Source: an optimization exercise on an open RTL-to-GDS flow (aim: small area, a short achievable clock period and few clock cycles per item). Production flows keep margins and buffers that such runs may drop. Only simulation tests tie the RTL to the original design; equivalence was not proved.

## lane 1
## sub_bytes_engine
module sub_bytes_engine #(
   parameter int WORD_BYTES = 16,
   parameter int LANES      = 1,
   parameter int INVERSE_EN = 1
) (
   input  logic                    clk,
   input  logic                    rst_n,
   input  logic                    in_valid,
   output logic                    in_ready,
   input  logic [8*WORD_BYTES-1:0] in_data,
   input  logic                    in_inv,
   output logic                    out_valid,
   input  logic                    out_ready,
   output logic [8*WORD_BYTES-1:0] out_data,
   output logic                    busy
);
==> flow/config.mk <==
export PLATFORM = sky130hd
export DESIGN_NAME = sub_bytes_engine
export DESIGN_NICKNAME = sub_bytes_engine
export VERILOG_FILES = /design/flow/design.v
export SDC_FILE = /design/flow/constraint.sdc
export NUM_CORES = 4
export LEC_CHECK = 0
export CAP_MARGIN = 20
export CORE_MARGIN = 2
export CORE_UTILIZATION = 40
export SETUP_SLACK_MARGIN = 3.8
export SLEW_MARGIN = 20
export SYNTH_HIERARCHICAL = 1
export SYNTH_MINIMUM_KEEP_SIZE = 0
==> flow/constraint.sdc <==
create_clock -name core_clock -period 7.5 [get_ports {clk}]
set_input_delay 1.5000 -clock core_clock [delete_from_list [all_inputs] [get_ports {clk}]]
set_output_delay 1.5000 -clock core_clock [all_outputs]
set_load 0.01 [all_outputs]
standard.sh (not shown) runs the stock make flow with config.mk's settings and CLKGATE_MAP_FILE= SYNTH_SCRIPT=/design/flow/synth_recipe.tcl, a recipe that flattens the netlist after the stock synthesis.
==> flow/flow/run.sh <==
#!/bin/bash
# The standard layout, with the port buffers made from sky130_fd_sc_hd__buf_2 instead of
# the buffer that buffer_ports picks by default (a slow delay cell).
set -euo pipefail
export BUFFER_PORTS_ARGS="-buffer_cell sky130_fd_sc_hd__buf_2"
bash standard.sh finish > standard_finish.log 2>&1
Testbench counts of lane 1, summed over its fixed seeds: cycles 1,616, items 1,600.
> inputs changed (lane 1 -> lane 2)
Settings: changing SETUP_SLACK_MARGIN from 3.8 to 3.75; changing CORE_UTILIZATION from 40 to 60.
==> flow/flow/run.sh <==
#!/bin/bash
# The standard layout, with the port buffers made from sky130_fd_sc_hd__buf_1 instead of
# the buffer that buffer_ports picks by default (a slow delay cell).
set -euo pipefail
export BUFFER_PORTS_ARGS="-buffer_cell sky130_fd_sc_hd__buf_1"
bash standard.sh finish > standard_finish.log 2>&1
==> run summary <==
Per the comparison of lane 2 with lane 1, via count increased by 955 relative to the old numbers, worst hold slack went up, met1 global-route usage picked up an extra 9.1 points.


sub_bytes_engine again, from the RTL that the note above started with.
Design sub_bytes_engine, start of the top module:
module sub_bytes_engine #(
   parameter int WORD_BYTES = 16,
   parameter int LANES      = 1,
   parameter int INVERSE_EN = 1
) (
   input  logic                    clk,
   input  logic                    rst_n,
   input  logic                    in_valid,
   output logic                    in_ready,
   input  logic [8*WORD_BYTES-1:0] in_data,
   input  logic                    in_inv,
   output logic                    out_valid,
   input  logic                    out_ready,
   output logic [8*WORD_BYTES-1:0] out_data,
   output logic                    busy
);
   logic                    v1_q, v2_q;
   logic                    inv1_q, inv2_q;
   logic                    in_inv_e;
   logic                    en;
   logic [8*WORD_BYTES-1:0] s1_d, s1_q;
   logic [8*WORD_BYTES-1:0] s2_d, s2_q;
   assign in_inv_e = in_inv & (INVERSE_EN != 0);
   for (genvar i = 0; i < WORD_BYTES; i++) begin : g_byte
      sb_s01 u_s01 (.si(in_data[8*i +: 8]), .inv(in_inv_e), .so(s1_d[8*i +: 8]));
      sb_s14 u_s14 (.si(s1_q[8*i +: 8]), .inv(1'b0), .so(s2_d[8*i +: 8]));
      sb_s45 u_s45 (.si(s2_q[8*i +: 8]), .inv(inv2_q), .so(out_data[8*i +: 8]));
   end
   assign en        = ~v2_q | out_ready;
   sb_ready u_ready (.full(v2_q), .taken(out_ready), .ready(in_ready));
   assign out_valid = v2_q;
   assign busy      = v1_q | v2_q;
   always_ff @(posedge clk or negedge rst_n) begin
      if (!rst_n) begin
         v1_q <= 1'b0;
         v2_q <= 1'b0;
      end else if (en) begin
         v1_q <= in_valid;
         v2_q <= v1_q;
      end
   end
   always_ff @(posedge clk) begin
      if (en) begin
         inv1_q <= in_inv_e;
         s1_q   <= s1_d;
         inv2_q <= inv1_q;
         s2_q   <= s2_d;
      end
   end
endmodule
Settings: LEC_CHECK=0, CAP_MARGIN=20, CORE_MARGIN=2, CORE_UTILIZATION=60, CTS_CLUSTER_DIAMETER=60, CTS_CLUSTER_SIZE=30, SETUP_SLACK_MARGIN=3.8, SLEW_MARGIN=20, SYNTH_HIERARCHICAL=1, SYNTH_MINIMUM_KEEP_SIZE=0; clock period 7.5 ns.
==> flow/flow/run.sh <==
#!/bin/bash
# The standard layout, with the port buffers made from sky130_fd_sc_hd__buf_2 instead of
# the buffer that buffer_ports picks by default (a slow delay cell).
set -euo pipefail
export BUFFER_PORTS_ARGS="-buffer_cell sky130_fd_sc_hd__buf_2"
bash standard.sh finish > standard_finish.log 2>&1
The first run finished clean.
Testbench counts at the start, summed over its fixed seeds: cycles 1,616, items 1,600.
Rerun with:
==> flow/flow/run.sh (replaced) <==
#!/bin/bash
# The standard layout, with the port buffers made from sky130_fd_sc_hd__buf_1 instead of
# the buffer that buffer_ports picks by default (a slow delay cell).
set -euo pipefail
export BUFFER_PORTS_ARGS="-buffer_cell sky130_fd_sc_hd__buf_1"
bash standard.sh finish > standard_finish.log 2>&1
CTS_BUF_LIST = sky130_fd_sc_hd__clkbuf_4 sky130_fd_sc_hd__clkbuf_8   (was not set)
CTS_CLUSTER_DIAMETER = not set   (was 60)
CTS_CLUSTER_SIZE = not set   (was 30)
The new run completed with no timing, DRC or antenna violations.
Via count goes up by 0.35%.
Core utilization goes down by 0.20 points.
Global-route usage goes up by 1.0 points.
Worst setup slack loses 0.0032 ns.
Register-to-register slack stays flat.
Die area stays the same.
Area after synthesis is unchanged.
Routed wire length goes up by 1.6%.
Rerun with:
==> flow/flow/run.sh (replaced) <==
#!/bin/bash
# The standard layout, with the port buffers made from sky130_fd_sc_hd__buf_2 instead of
# the buffer that buffer_ports picks by default (a slow delay cell).
set -euo pipefail
export BUFFER_PORTS_ARGS="-buffer_cell sky130_fd_sc_hd__buf_2"
bash standard.sh finish > standard_finish.log 2>&1
CTS_BUF_LIST = not set   (was sky130_fd_sc_hd__clkbuf_4 sky130_fd_sc_hd__clkbuf_8)
SETUP_SLACK_MARGIN = 4.0   (was 3.8)
Setup slack degrades by 0.016 ns.
Routed wire length rose by a few percent.
Via count is higher by a few percent.
Design area is higher by a little under a tenth.
Worst hold slack loses 0.011 ns.
Area after synthesis is unchanged.
Rerun with:
SETUP_SLACK_MARGIN = 3.8   (was 4.0)
Clock-buffer cell count stays the same.
Final cell count falls by about 1.8%.
Worst setup slack improved by 0.041 ns.
Design area falls by 6.7%.
First-iteration DRC count falls by 4.3%.
Core utilization falls by 4.9 points.
Synthesized cell count is unchanged.

==> what the ideal ports hide <==
In the flow no input, the clock included, has a driving cell. The finished layouts below were timed again as built, in two steps.
Step 1: set_driving_cell puts a clkbuf_16 on clk and a buf_2 on each other input, an assumption about the parent block.
Step 2 times the ports against the registers' clock, not the clock port: input delays grow and output delays shrink by t, the midpoint of the rising clock arrivals with the driver on.
a / b / c = no drivers / after step 1 / after step 2; a / b = the first two.
| run | t (ns) | setup WS [ns] | worst setup path after step 2 | latest minus earliest clock arrival (ns) | worst data-port slew with drivers (ns) |
|---|---|---|---|---|---|
| lane 1 | 0.588 | 3.880 / 3.821 / 3.959 | input to register | 0.010 / 0.010 | 0.08 |
| lane 2 | 0.595 | 3.818 / 3.760 / 3.724 | input to register | 0.017 / 0.017 | 0.06 |
| the first run of note 2 | 0.633 | 3.866 / 3.811 / 3.905 | input to register | 0.020 / 0.020 | 0.07 |
| the second run of note 2 | 0.668 | 3.863 / 3.808 / 3.695 | input to register | 0.040 / 0.040 | 0.07 |
| the third run of note 2 | 0.623 | 3.847 / 3.791 / 3.885 | input to register | 0.015 / 0.015 | 0.08 |
| the fourth run of note 2 | 0.623 | 3.888 / 3.832 / 3.902 | input to register | 0.020 / 0.020 | 0.08 |
After both steps setup and hold are still met in every run listed. For the second run of note 2, which loses most, drivers alone change the setup slack by -0.055 ns; drivers and shift together by -0.168 ns.
